Background: an optimization exercise with open tools, aiming at small area, a short achievable clock period and few clock cycles per item. Do not read the settings as production practice.
The RTL was checked by simulation tests, not by an equivalence proof against the original design.
Power is estimated from default activity; no workload was simulated.

$ cat flow/design.v
package des_pkg;
    typedef logic [63:0] block_t;
    typedef logic [31:0] half_t;
    typedef logic [55:0] cd_t;
    typedef logic [47:0] subkey_t;
    typedef logic [5:0]  sbox_in_t;
    typedef logic [3:0]  sbox_out_t;
    typedef logic [3:0]  round_idx_t;
    typedef enum logic [1:0] {
        st_idle,
        st_run,
        st_done
    } des_state_t;
    localparam int des_rounds = 16;
    localparam logic [15:0] shift_sched = 16'b1000_0001_0000_0011;
    localparam logic [64*8-1:0] ip_tab = {
        8'd58, 8'd50, 8'd42, 8'd34, 8'd26, 8'd18, 8'd10, 8'd2, 8'd60, 8'd52, 8'd44, 8'd36, 8'd28, 8'd20, 8'd12, 8'd4,
        8'd62, 8'd54, 8'd46, 8'd38, 8'd30, 8'd22, 8'd14, 8'd6, 8'd64, 8'd56, 8'd48, 8'd40, 8'd32, 8'd24, 8'd16, 8'd8,
        8'd57, 8'd49, 8'd41, 8'd33, 8'd25, 8'd17, 8'd9, 8'd1, 8'd59, 8'd51, 8'd43, 8'd35, 8'd27, 8'd19, 8'd11, 8'd3,
        8'd61, 8'd53, 8'd45, 8'd37, 8'd29, 8'd21, 8'd13, 8'd5, 8'd63, 8'd55, 8'd47, 8'd39, 8'd31, 8'd23, 8'd15, 8'd7
    };
    localparam logic [64*8-1:0] fp_tab = {
        8'd40, 8'd8, 8'd48, 8'd16, 8'd56, 8'd24, 8'd64, 8'd32, 8'd39, 8'd7, 8'd47, 8'd15, 8'd55, 8'd23, 8'd63, 8'd31,
        8'd38, 8'd6, 8'd46, 8'd14, 8'd54, 8'd22, 8'd62, 8'd30, 8'd37, 8'd5, 8'd45, 8'd13, 8'd53, 8'd21, 8'd61, 8'd29,
        8'd36, 8'd4, 8'd44, 8'd12, 8'd52, 8'd20, 8'd60, 8'd28, 8'd35, 8'd3, 8'd43, 8'd11, 8'd51, 8'd19, 8'd59, 8'd27,
        8'd34, 8'd2, 8'd42, 8'd10, 8'd50, 8'd18, 8'd58, 8'd26, 8'd33, 8'd1, 8'd41, 8'd9, 8'd49, 8'd17, 8'd57, 8'd25
    };
    localparam logic [48*8-1:0] e_tab = {
        8'd32, 8'd1, 8'd2, 8'd3, 8'd4, 8'd5, 8'd4, 8'd5, 8'd6, 8'd7, 8'd8, 8'd9, 8'd8, 8'd9, 8'd10, 8'd11,
        8'd12, 8'd13, 8'd12, 8'd13, 8'd14, 8'd15, 8'd16, 8'd17, 8'd16, 8'd17, 8'd18, 8'd19, 8'd20, 8'd21, 8'd20, 8'd21,
        8'd22, 8'd23, 8'd24, 8'd25, 8'd24, 8'd25, 8'd26, 8'd27, 8'd28, 8'd29, 8'd28, 8'd29, 8'd30, 8'd31, 8'd32, 8'd1
    };
    localparam logic [32*8-1:0] p_tab = {
        8'd16, 8'd7, 8'd20, 8'd21, 8'd29, 8'd12, 8'd28, 8'd17, 8'd1, 8'd15, 8'd23, 8'd26, 8'd5, 8'd18, 8'd31, 8'd10,
        8'd2, 8'd8, 8'd24, 8'd14, 8'd32, 8'd27, 8'd3, 8'd9, 8'd19, 8'd13, 8'd30, 8'd6, 8'd22, 8'd11, 8'd4, 8'd25
    };
    localparam logic [56*8-1:0] pc1_tab = {
        8'd57, 8'd49, 8'd41, 8'd33, 8'd25, 8'd17, 8'd9, 8'd1, 8'd58, 8'd50, 8'd42, 8'd34, 8'd26, 8'd18, 8'd10, 8'd2,
        8'd59, 8'd51, 8'd43, 8'd35, 8'd27, 8'd19, 8'd11, 8'd3, 8'd60, 8'd52, 8'd44, 8'd36, 8'd63, 8'd55, 8'd47, 8'd39,
        8'd31, 8'd23, 8'd15, 8'd7, 8'd62, 8'd54, 8'd46, 8'd38, 8'd30, 8'd22, 8'd14, 8'd6, 8'd61, 8'd53, 8'd45, 8'd37,
        8'd29, 8'd21, 8'd13, 8'd5, 8'd28, 8'd20, 8'd12, 8'd4
    };
    localparam logic [48*8-1:0] pc2_tab = {
        8'd14, 8'd17, 8'd11, 8'd24, 8'd1, 8'd5, 8'd3, 8'd28, 8'd15, 8'd6, 8'd21, 8'd10, 8'd23, 8'd19, 8'd12, 8'd4,
        8'd26, 8'd8, 8'd16, 8'd7, 8'd27, 8'd20, 8'd13, 8'd2, 8'd41, 8'd52, 8'd31, 8'd37, 8'd47, 8'd55, 8'd30, 8'd40,
        8'd51, 8'd45, 8'd33, 8'd48, 8'd44, 8'd49, 8'd39, 8'd56, 8'd34, 8'd53, 8'd46, 8'd42, 8'd50, 8'd36, 8'd29, 8'd32
    };
    function automatic block_t initial_perm(block_t x);
        block_t r;
        for (int i = 0; i < 64; i++) begin
            r[63 - i] = x[64 - ip_tab[(63 - i) * 8 +: 8]];
        end
        initial_perm = r;
    endfunction
    function automatic block_t final_perm(block_t x);
        block_t r;
        for (int i = 0; i < 64; i++) begin
            r[63 - i] = x[64 - fp_tab[(63 - i) * 8 +: 8]];
        end
        final_perm = r;
    endfunction
    function automatic subkey_t expand(half_t x);
        subkey_t r;
        for (int i = 0; i < 48; i++) begin
            r[47 - i] = x[32 - e_tab[(47 - i) * 8 +: 8]];
        end
        expand = r;
    endfunction
    function automatic half_t p_perm(half_t x);
        half_t r;
        for (int i = 0; i < 32; i++) begin
            r[31 - i] = x[32 - p_tab[(31 - i) * 8 +: 8]];
        end
        p_perm = r;
    endfunction
    function automatic cd_t pc1(block_t x);
        cd_t r;
        for (int i = 0; i < 56; i++) begin
            r[55 - i] = x[64 - pc1_tab[(55 - i) * 8 +: 8]];
        end
        pc1 = r;
    endfunction
    function automatic subkey_t pc2(cd_t x);
        subkey_t r;
        for (int i = 0; i < 48; i++) begin
            r[47 - i] = x[56 - pc2_tab[(47 - i) * 8 +: 8]];
        end
        pc2 = r;
    endfunction
endpackage
`timescale 1ns/1ns
module des_sbox (
    input  des_pkg::subkey_t mixed,
    output des_pkg::half_t   sub
);
    localparam logic [8*64*4-1:0] sbox_tab = {
        {
            4'd14, 4'd4, 4'd13, 4'd1, 4'd2, 4'd15, 4'd11, 4'd8, 4'd3, 4'd10, 4'd6, 4'd12, 4'd5, 4'd9, 4'd0, 4'd7,
            4'd0, 4'd15, 4'd7, 4'd4, 4'd14, 4'd2, 4'd13, 4'd1, 4'd10, 4'd6, 4'd12, 4'd11, 4'd9, 4'd5, 4'd3, 4'd8,
            4'd4, 4'd1, 4'd14, 4'd8, 4'd13, 4'd6, 4'd2, 4'd11, 4'd15, 4'd12, 4'd9, 4'd7, 4'd3, 4'd10, 4'd5, 4'd0,
            4'd15, 4'd12, 4'd8, 4'd2, 4'd4, 4'd9, 4'd1, 4'd7, 4'd5, 4'd11, 4'd3, 4'd14, 4'd10, 4'd0, 4'd6, 4'd13
        },
        {
            4'd15, 4'd1, 4'd8, 4'd14, 4'd6, 4'd11, 4'd3, 4'd4, 4'd9, 4'd7, 4'd2, 4'd13, 4'd12, 4'd0, 4'd5, 4'd10,
            4'd3, 4'd13, 4'd4, 4'd7, 4'd15, 4'd2, 4'd8, 4'd14, 4'd12, 4'd0, 4'd1, 4'd10, 4'd6, 4'd9, 4'd11, 4'd5,
            4'd0, 4'd14, 4'd7, 4'd11, 4'd10, 4'd4, 4'd13, 4'd1, 4'd5, 4'd8, 4'd12, 4'd6, 4'd9, 4'd3, 4'd2, 4'd15,
            4'd13, 4'd8, 4'd10, 4'd1, 4'd3, 4'd15, 4'd4, 4'd2, 4'd11, 4'd6, 4'd7, 4'd12, 4'd0, 4'd5, 4'd14, 4'd9
        },
        {
            4'd10, 4'd0, 4'd9, 4'd14, 4'd6, 4'd3, 4'd15, 4'd5, 4'd1, 4'd13, 4'd12, 4'd7, 4'd11, 4'd4, 4'd2, 4'd8,
            4'd13, 4'd7, 4'd0, 4'd9, 4'd3, 4'd4, 4'd6, 4'd10, 4'd2, 4'd8, 4'd5, 4'd14, 4'd12, 4'd11, 4'd15, 4'd1,
            4'd13, 4'd6, 4'd4, 4'd9, 4'd8, 4'd15, 4'd3, 4'd0, 4'd11, 4'd1, 4'd2, 4'd12, 4'd5, 4'd10, 4'd14, 4'd7,
            4'd1, 4'd10, 4'd13, 4'd0, 4'd6, 4'd9, 4'd8, 4'd7, 4'd4, 4'd15, 4'd14, 4'd3, 4'd11, 4'd5, 4'd2, 4'd12
        },
        {
            4'd7, 4'd13, 4'd14, 4'd3, 4'd0, 4'd6, 4'd9, 4'd10, 4'd1, 4'd2, 4'd8, 4'd5, 4'd11, 4'd12, 4'd4, 4'd15,
            4'd13, 4'd8, 4'd11, 4'd5, 4'd6, 4'd15, 4'd0, 4'd3, 4'd4, 4'd7, 4'd2, 4'd12, 4'd1, 4'd10, 4'd14, 4'd9,
            4'd10, 4'd6, 4'd9, 4'd0, 4'd12, 4'd11, 4'd7, 4'd13, 4'd15, 4'd1, 4'd3, 4'd14, 4'd5, 4'd2, 4'd8, 4'd4,
            4'd3, 4'd15, 4'd0, 4'd6, 4'd10, 4'd1, 4'd13, 4'd8, 4'd9, 4'd4, 4'd5, 4'd11, 4'd12, 4'd7, 4'd2, 4'd14
        },
        {
            4'd2, 4'd12, 4'd4, 4'd1, 4'd7, 4'd10, 4'd11, 4'd6, 4'd8, 4'd5, 4'd3, 4'd15, 4'd13, 4'd0, 4'd14, 4'd9,
            4'd14, 4'd11, 4'd2, 4'd12, 4'd4, 4'd7, 4'd13, 4'd1, 4'd5, 4'd0, 4'd15, 4'd10, 4'd3, 4'd9, 4'd8, 4'd6,
            4'd4, 4'd2, 4'd1, 4'd11, 4'd10, 4'd13, 4'd7, 4'd8, 4'd15, 4'd9, 4'd12, 4'd5, 4'd6, 4'd3, 4'd0, 4'd14,
            4'd11, 4'd8, 4'd12, 4'd7, 4'd1, 4'd14, 4'd2, 4'd13, 4'd6, 4'd15, 4'd0, 4'd9, 4'd10, 4'd4, 4'd5, 4'd3
        },
        {
            4'd12, 4'd1, 4'd10, 4'd15, 4'd9, 4'd2, 4'd6, 4'd8, 4'd0, 4'd13, 4'd3, 4'd4, 4'd14, 4'd7, 4'd5, 4'd11,
            4'd10, 4'd15, 4'd4, 4'd2, 4'd7, 4'd12, 4'd9, 4'd5, 4'd6, 4'd1, 4'd13, 4'd14, 4'd0, 4'd11, 4'd3, 4'd8,
            4'd9, 4'd14, 4'd15, 4'd5, 4'd2, 4'd8, 4'd12, 4'd3, 4'd7, 4'd0, 4'd4, 4'd10, 4'd1, 4'd13, 4'd11, 4'd6,
            4'd4, 4'd3, 4'd2, 4'd12, 4'd9, 4'd5, 4'd15, 4'd10, 4'd11, 4'd14, 4'd1, 4'd7, 4'd6, 4'd0, 4'd8, 4'd13
        },
        {
            4'd4, 4'd11, 4'd2, 4'd14, 4'd15, 4'd0, 4'd8, 4'd13, 4'd3, 4'd12, 4'd9, 4'd7, 4'd5, 4'd10, 4'd6, 4'd1,
            4'd13, 4'd0, 4'd11, 4'd7, 4'd4, 4'd9, 4'd1, 4'd10, 4'd14, 4'd3, 4'd5, 4'd12, 4'd2, 4'd15, 4'd8, 4'd6,
            4'd1, 4'd4, 4'd11, 4'd13, 4'd12, 4'd3, 4'd7, 4'd14, 4'd10, 4'd15, 4'd6, 4'd8, 4'd0, 4'd5, 4'd9, 4'd2,
            4'd6, 4'd11, 4'd13, 4'd8, 4'd1, 4'd4, 4'd10, 4'd7, 4'd9, 4'd5, 4'd0, 4'd15, 4'd14, 4'd2, 4'd3, 4'd12
        },
        {
            4'd13, 4'd2, 4'd8, 4'd4, 4'd6, 4'd15, 4'd11, 4'd1, 4'd10, 4'd9, 4'd3, 4'd14, 4'd5, 4'd0, 4'd12, 4'd7,
            4'd1, 4'd15, 4'd13, 4'd8, 4'd10, 4'd3, 4'd7, 4'd4, 4'd12, 4'd5, 4'd6, 4'd11, 4'd0, 4'd14, 4'd9, 4'd2,
            4'd7, 4'd11, 4'd4, 4'd1, 4'd9, 4'd12, 4'd14, 4'd2, 4'd0, 4'd6, 4'd10, 4'd13, 4'd15, 4'd3, 4'd5, 4'd8,
            4'd2, 4'd1, 4'd14, 4'd7, 4'd4, 4'd10, 4'd8, 4'd13, 4'd15, 4'd12, 4'd9, 4'd0, 4'd3, 4'd5, 4'd6, 4'd11
        }
    };
    for (genvar k = 0; k < 8; k++) begin : g_box
        logic [5:0] grp;
        assign grp = mixed[47 - 6 * k -: 6];
        assign sub[31 - 4 * k -: 4] = sbox_tab[((7 - k) * 64 + 63 - {grp[5], grp[0], grp[4:1]}) * 4 +: 4];
    end
endmodule
`timescale 1ns/1ns
module des_round (
    input  des_pkg::half_t   left,
    input  des_pkg::half_t   right,
    input  des_pkg::subkey_t subkey,
    output des_pkg::half_t   left_out,
    output des_pkg::half_t   right_out
);
    des_pkg::subkey_t mixed;
    des_pkg::half_t   sub;
    assign mixed = des_pkg::expand(right) ^ subkey;
    des_sbox u_sbox (
        .mixed (mixed),
        .sub   (sub)
    );
    assign left_out  = right;
    assign right_out = left ^ des_pkg::p_perm(sub);
endmodule
`timescale 1ns/1ns
module des_key_schedule (
    input  logic             ck,
    input  logic             key_capture,
    input  logic             decrypt,
    input  des_pkg::block_t  key,
    input  logic             round_en,
    input  logic             one_shift,
    output des_pkg::subkey_t subkey
);
    des_pkg::cd_t cd;
    des_pkg::cd_t cd0;
    logic         dec;
    function automatic des_pkg::cd_t rotl(des_pkg::cd_t x, logic one);
        logic [27:0] c;
        logic [27:0] d;
        c = x[55:28];
        d = x[27:0];
        if (one) begin
            rotl = {c[26:0], c[27], d[26:0], d[27]};
        end else begin
            rotl = {c[25:0], c[27:26], d[25:0], d[27:26]};
        end
    endfunction
    function automatic des_pkg::cd_t rotr(des_pkg::cd_t x, logic one);
        logic [27:0] c;
        logic [27:0] d;
        c = x[55:28];
        d = x[27:0];
        if (one) begin
            rotr = {c[0], c[27:1], d[0], d[27:1]};
        end else begin
            rotr = {c[1:0], c[27:2], d[1:0], d[27:2]};
        end
    endfunction
    assign cd0 = des_pkg::pc1(key);
    always_ff @(posedge ck) begin
        if (key_capture) begin
            dec <= decrypt;
            cd  <= decrypt ? cd0 : rotl(cd0, 1'b1);
        end else if (round_en) begin
            cd  <= dec ? rotr(cd, one_shift) : rotl(cd, one_shift);
        end
    end
    assign subkey = des_pkg::pc2(cd);
endmodule
`timescale 1ns/1ns
module des_block_path (
    input  logic             ck,
    input  logic             load_block,
    input  logic             round_en,
    input  des_pkg::block_t  din,
    input  des_pkg::subkey_t subkey,
    output des_pkg::block_t  dout
);
    des_pkg::block_t lr;
    des_pkg::half_t  left_n;
    des_pkg::half_t  right_n;
    des_round u_round (
        .left      (lr[63:32]),
        .right     (lr[31:0]),
        .subkey    (subkey),
        .left_out  (left_n),
        .right_out (right_n)
    );
    always_ff @(posedge ck) begin
        if (load_block) begin
            lr <= des_pkg::initial_perm(din);
        end else if (round_en) begin
            lr <= {left_n, right_n};
        end
    end
    assign dout = des_pkg::final_perm({lr[31:0], lr[63:32]});
endmodule
`timescale 1ns/1ns
module des_control (
    input  logic ck,
    input  logic rst,
    input  logic start,
    input  logic key_load,
    output logic key_capture,
    output logic load_block,
    output logic round_en,
    output logic one_shift,
    output logic done,
    output logic busy
);
    logic [3:0] step;
    assign key_capture = key_load && !busy;
    assign load_block  = start && !busy;
    assign round_en    = busy && !done;
    assign one_shift = (step == 4'd0) || (step == 4'd7) || (step == 4'd14) || (step == 4'd15);
    always_ff @(posedge ck) begin
        if (rst) begin
            busy <= 1'b0;
            done <= 1'b0;
            step <= '0;
        end else begin
            done <= round_en && (step == 4'd15);
            if (load_block) begin
                busy <= 1'b1;
            end else if (done) begin
                busy <= 1'b0;
            end
            if (round_en) begin
                step <= step + 1'b1;
            end
        end
    end
endmodule
`timescale 1ns/1ns
module des_core (
    input  logic            ck,
    input  logic            rst,
    input  logic            key_load,
    input  logic            decrypt,
    input  logic            start,
    input  des_pkg::block_t key,
    input  des_pkg::block_t din,
    output des_pkg::block_t dout,
    output logic            done,
    output logic            busy
);
    logic             key_capture;
    logic             load_block;
    logic             round_en;
    logic             one_shift;
    des_pkg::subkey_t subkey;
    des_control u_control (
        .ck          (ck),
        .rst         (rst),
        .start       (start),
        .key_load    (key_load),
        .key_capture (key_capture),
        .load_block  (load_block),
        .round_en    (round_en),
        .one_shift   (one_shift),
        .done        (done),
        .busy        (busy)
    );
    des_key_schedule u_key_schedule (
        .ck          (ck),
        .key_capture (key_capture),
        .decrypt     (decrypt),
        .key         (key),
        .round_en    (round_en),
        .one_shift   (one_shift),
        .subkey      (subkey)
    );
    des_block_path u_block_path (
        .ck         (ck),
        .load_block (load_block),
        .round_en   (round_en),
        .din        (din),
        .subkey     (subkey),
        .dout       (dout)
    );
endmodule
$ cat flow/config.mk
export PLATFORM = sky130hd
export DESIGN_NAME = des_core
export DESIGN_NICKNAME = des_core
export VERILOG_FILES = /design/flow/design.v
export SDC_FILE = /design/flow/constraint.sdc
export NUM_CORES = 4
export LEC_CHECK = 0
export CAP_MARGIN = 20
export CORE_MARGIN = 2
export CORE_UTILIZATION = 40
export SLEW_MARGIN = 20
$ cat flow/constraint.sdc
create_clock -name core_clock -period 6.0 [get_ports {ck}]
set_input_delay 1.2000 -clock core_clock [delete_from_list [all_inputs] [get_ports {ck}]]
set_output_delay 1.2000 -clock core_clock [all_outputs]
set_load 0.01 [all_outputs]
$ cat flow/run.sh
#!/bin/bash
# synth_recipe.tcl (not shown) runs the flow's synth.tcl, then flattens the netlist and writes it again
# the make line also repeats each setting of config.mk as NAME=value (left out here)
make -C /OpenROAD-flow-scripts/flow DESIGN_CONFIG=/design/flow/config.mk WORK_HOME=/design/flow/orfs CLKGATE_MAP_FILE= SYNTH_SCRIPT=/design/flow/synth_recipe.tcl finish
==> run notes <==
initial antenna violation count 1; starting utilization of the core area 40.8%; setup TNS 0 ns; Ports 199; register cell area after layout 3750 µm²; final hold viol count 0; category of the worst setup path launch point flip-flop; final weighted congestion in routability-driven placement 0.925; fillers 2906; M1 wire length 16800 µm; total half-perimeter wirelength after legalization and detailed placement 29300 µm; Data required, critical path 6.26 ns; number of flops mapped to enable cells by yosys 121; delay of the slowest critical-path stage 0.80 ns; final cell area excluding filler cells 15800 µm²; proportion of register bits with asynchronous set or reset after synthesis 0%; Routed met3 length 2070 µm; Clock Root Buffer clkbuf_16; Ys Warns 4; distinct cell type count of the synthesized netlist 74; remaining routing DRC violations 0; top library cells by usage in the layout, fill and taps aside clkdlybuf4s50_1, nand2_1, edfxtp_1; post-synthesis sequential element count 127; run status complete, no violations; period utilisation layout 59.2%; DR vias 11.1k; number of pins with negative max-slew slack in the final report 0; Pre-Repair DR Iteration Count 5; CTS tree done; placed cell areas 15200 µm²; Seq/Total Area, Yosys 29.0%; number of core rows 65; slew at the pin closest to its max-slew limit 1.05 ns; crit-path cells xor2_1 > clkinv_1 > ha_1 > mux4_2 > nor2_1 > a211oi_1 > o21a_1 > o31ai_1; WS Path Type reg -> reg; mean instance size in the synthesized netlist 9.96 µm²; via/cell ratio 5.97; placement-stage worst setup slack 2.42 ns; path class of the lowest-slack min-delay path reg -> reg; Mapped Area 12900 µm²; Clock Path Buffers 2; area of the core 31700 µm²; Congestion Overflow GR 0; Clock Sinks 127; minimum clock period after layout 3.55 ns; worst hold-check slack 0.507 ns; final worst setup slack 2.45 ns; relative slew slack 29.6%; drt wl/cell 21.3 µm; cell leakage power 6.00 nW; maximum fanout along the worst path 11; Top Metal Used met4; post-synthesis to final-layout area growth 22.1%; worst clock skew on the final layout 0.0161 ns; Max stage delay cell, worst path xor2_1; P per Cell Area 609 nW/µm²; layout cell share with drive strength beyond 1 12.9%; clock network latency to the later pin of the worst-skew pair 0.43 ns; largest net degree at the start of global routing 114; WL final 39800 µm; die height 184 µm; endpoint type of the worst setup path flip-flop; setup repair after global routing missed its margin false; initial DRC count 1109; post-layout power 9.63 mW; most frequent standard cell in the layout excluding fill and tap cells clkdlybuf4s50_1; cts bufs inserted 17; top achievable clock speed 281 MHz; dominant register cell in the synthesized netlist edfxtp_1; final number of setup-violating endpoints 0; Post CTS Setup Buffer Count 0; via count of the first global-routing pass 10.8k; combined global-route utilization of all metal layers 23.5%; Post-Synthesis Net Count 1497; met2 layer wire length in the routed design 19800 µm; clock transition time at the flip-flop clock pins of the worst setup and hold paths 0.07 ns; count of port buffers added during placement 190; number of hold-repair buffers added at the cts stage 0; Max Cap Violations 0; total die area 33800 µm²; data arrival time at the worst-slack endpoint 3.81 ns; number of routed nets with antenna violations 0; layout net count 1645; CTS H-Tree Depth 4; Chip Width 184 µm; cell count after synthesis 1299; wire length of the first global-routing pass 61700 µm; combined area of the multi-input logic cells 8670 µm²; post-cts sizing count 0; maximum resistive drop on vdd 330 µV
through the flow:
step | std cells | util [%]
5_1_grt | 1863 | 49.8
3_5_place_dp | 1828 | 47.8
2_1_floorplan | 1299 | -
6_report | 1863 | 49.8
4_1_cts | 1860 | 49.6
3_3_place_gp | 1828 | 47.8
worst max-delay path: cells and delay by family (launching register included):
family | cells | cell delay [ns]
DFF | 1 | 0.52
xor gates and xnor gates | 1 | 0.80
and+or+nand+nor | 1 | 0.10
AOI/OAI and AO/OA | 3 | 0.52
adders and majority gates | 1 | 0.40
buffers and inverters | 1 | 0.58
muxes | 1 | 0.46
worst paths after layout:
check,slack [ns],to,cells past startpoint,from
worst min-delay path,0.51,u_control.done,2,u_control.step[3]
worst max register to register,2.45,u_block_path.lr[29],8,u_key_schedule.cd[19]
worst max-delay path,2.45,u_block_path.lr[29],8,u_key_schedule.cd[19]
worst min register to register,0.51,u_control.done,2,u_control.step[3]
logic make-up (layout without fill, tap and decap cells):
| group | Yosys count | count (layout) | synth area share (%) |
|---|---|---|---|
| mux | 210 | 210 | 25.3 |
| buf+inv | 137 | 298 | 4.33 |
| xor+xnor | 120 | 120 | 8.93 |
| compound gates | 245 | 245 | 12.8 |
| other cells | 0 | 1 | 0 |
| simple gates | 395 | 395 | 13.3 |
| fa+ha+maj | 65 | 65 | 6.29 |
| flops | 127 | 127 | 29.0 |
per-layer routing:
| layer | up-vias | GRT usage [%] |
|---|---|---|
| li1 | 5181 | - |
| met1 | 5502 | 30.6 |
| met2 | 385 | 40.0 |
| met3 | 59 | 3.68 |
| met4 | 0 | 7.68 |
| met5 | - | 0 |
sequential cells by signal, summed over array words and instances, names as in the netlist:
signal	flops
u_control.done	1
u_key_schedule.dec	1
u_control.step	4
u_block_path.lr	64
u_control.busy	1
u_key_schedule.cd	56
layout make-up:
type	count	area share [%]
Multi-Input combinational cell	1035	54.9
Sequential cell	127	23.8
Timing Repair Buffer	215	13.3
Tap cell	402	3.18
Clock buffer	17	2.69
Inverter	51	1.21
Clock inverter	15	0.911
Antenna cell	1	0.0158
cell usage after synthesis, drive strengths merged (5+ instances only):
| cell type | count | area [µm²] |
|---|---|---|
| o2111ai | 11 | 96.3 |
| a31oi | 14 | 87.6 |
| a21oi | 76 | 380 |
| xnor2 | 68 | 618 |
| a2111oi | 6 | 52.6 |
| mux2i | 111 | 1110 |
| ha | 65 | 813 |
| clkbuf | 48 | 180 |
| nand2b | 11 | 68.8 |
| dfxtp | 6 | 120 |
| or3 | 8 | 50.1 |
| o21ai | 28 | 140 |
| buf | 38 | 189 |
| o311ai | 5 | 43.8 |
| nand3 | 43 | 215 |
| inv | 47 | 176 |
| o21a | 5 | 37.5 |
| nand4 | 6 | 37.5 |
| o31ai | 8 | 60.1 |
| mux4 | 93 | 2100 |
| nor2 | 108 | 405 |
| xor2 | 51 | 514 |
| nand2 | 157 | 589 |
| mux2 | 6 | 67.6 |
| a221oi | 8 | 76.3 |
| or4 | 5 | 37.5 |
| o211ai | 15 | 113 |
| a311oi | 8 | 70.1 |
| o22ai | 8 | 50.1 |
| nor3 | 37 | 185 |
| edfxtp | 121 | 3630 |
| a211oi | 24 | 185 |
power by group:
group          switching (mW)  internal (mW)  total, mW
logic                    3.58           3.10       6.68
clock network           0.501          0.551       1.05
registers               0.542           1.36       1.90
Testbench counts, summed over its fixed seeds: cycles 23,032, blocks 1,280.

[static timing again, ports no longer ideal]
The results above use ideal ports. As a check the final layout listed here was re-extracted and re-timed, cells and wires unchanged. Step 1, drivers: a clkbuf_16 drives ck and a buf_2 each remaining input, both assumed. Step 2, shift: input delay + t, output delay - t, t = (earliest + latest rising clock arrival at the registers) / 2. This alone moves slack from input paths to output paths. a / b / c = ideal / step 1 / step 2; a / b = the first two.
t, ns: 0.479
setup WS [ns]: 2.446 / 2.446 / 2.444
clock arrival spread, ns: 0.016 / 0.016
After both steps setup and hold are still met in this run. For this run, drivers alone change the setup slack by 0.000 ns; drivers and shift together by -0.002 ns.
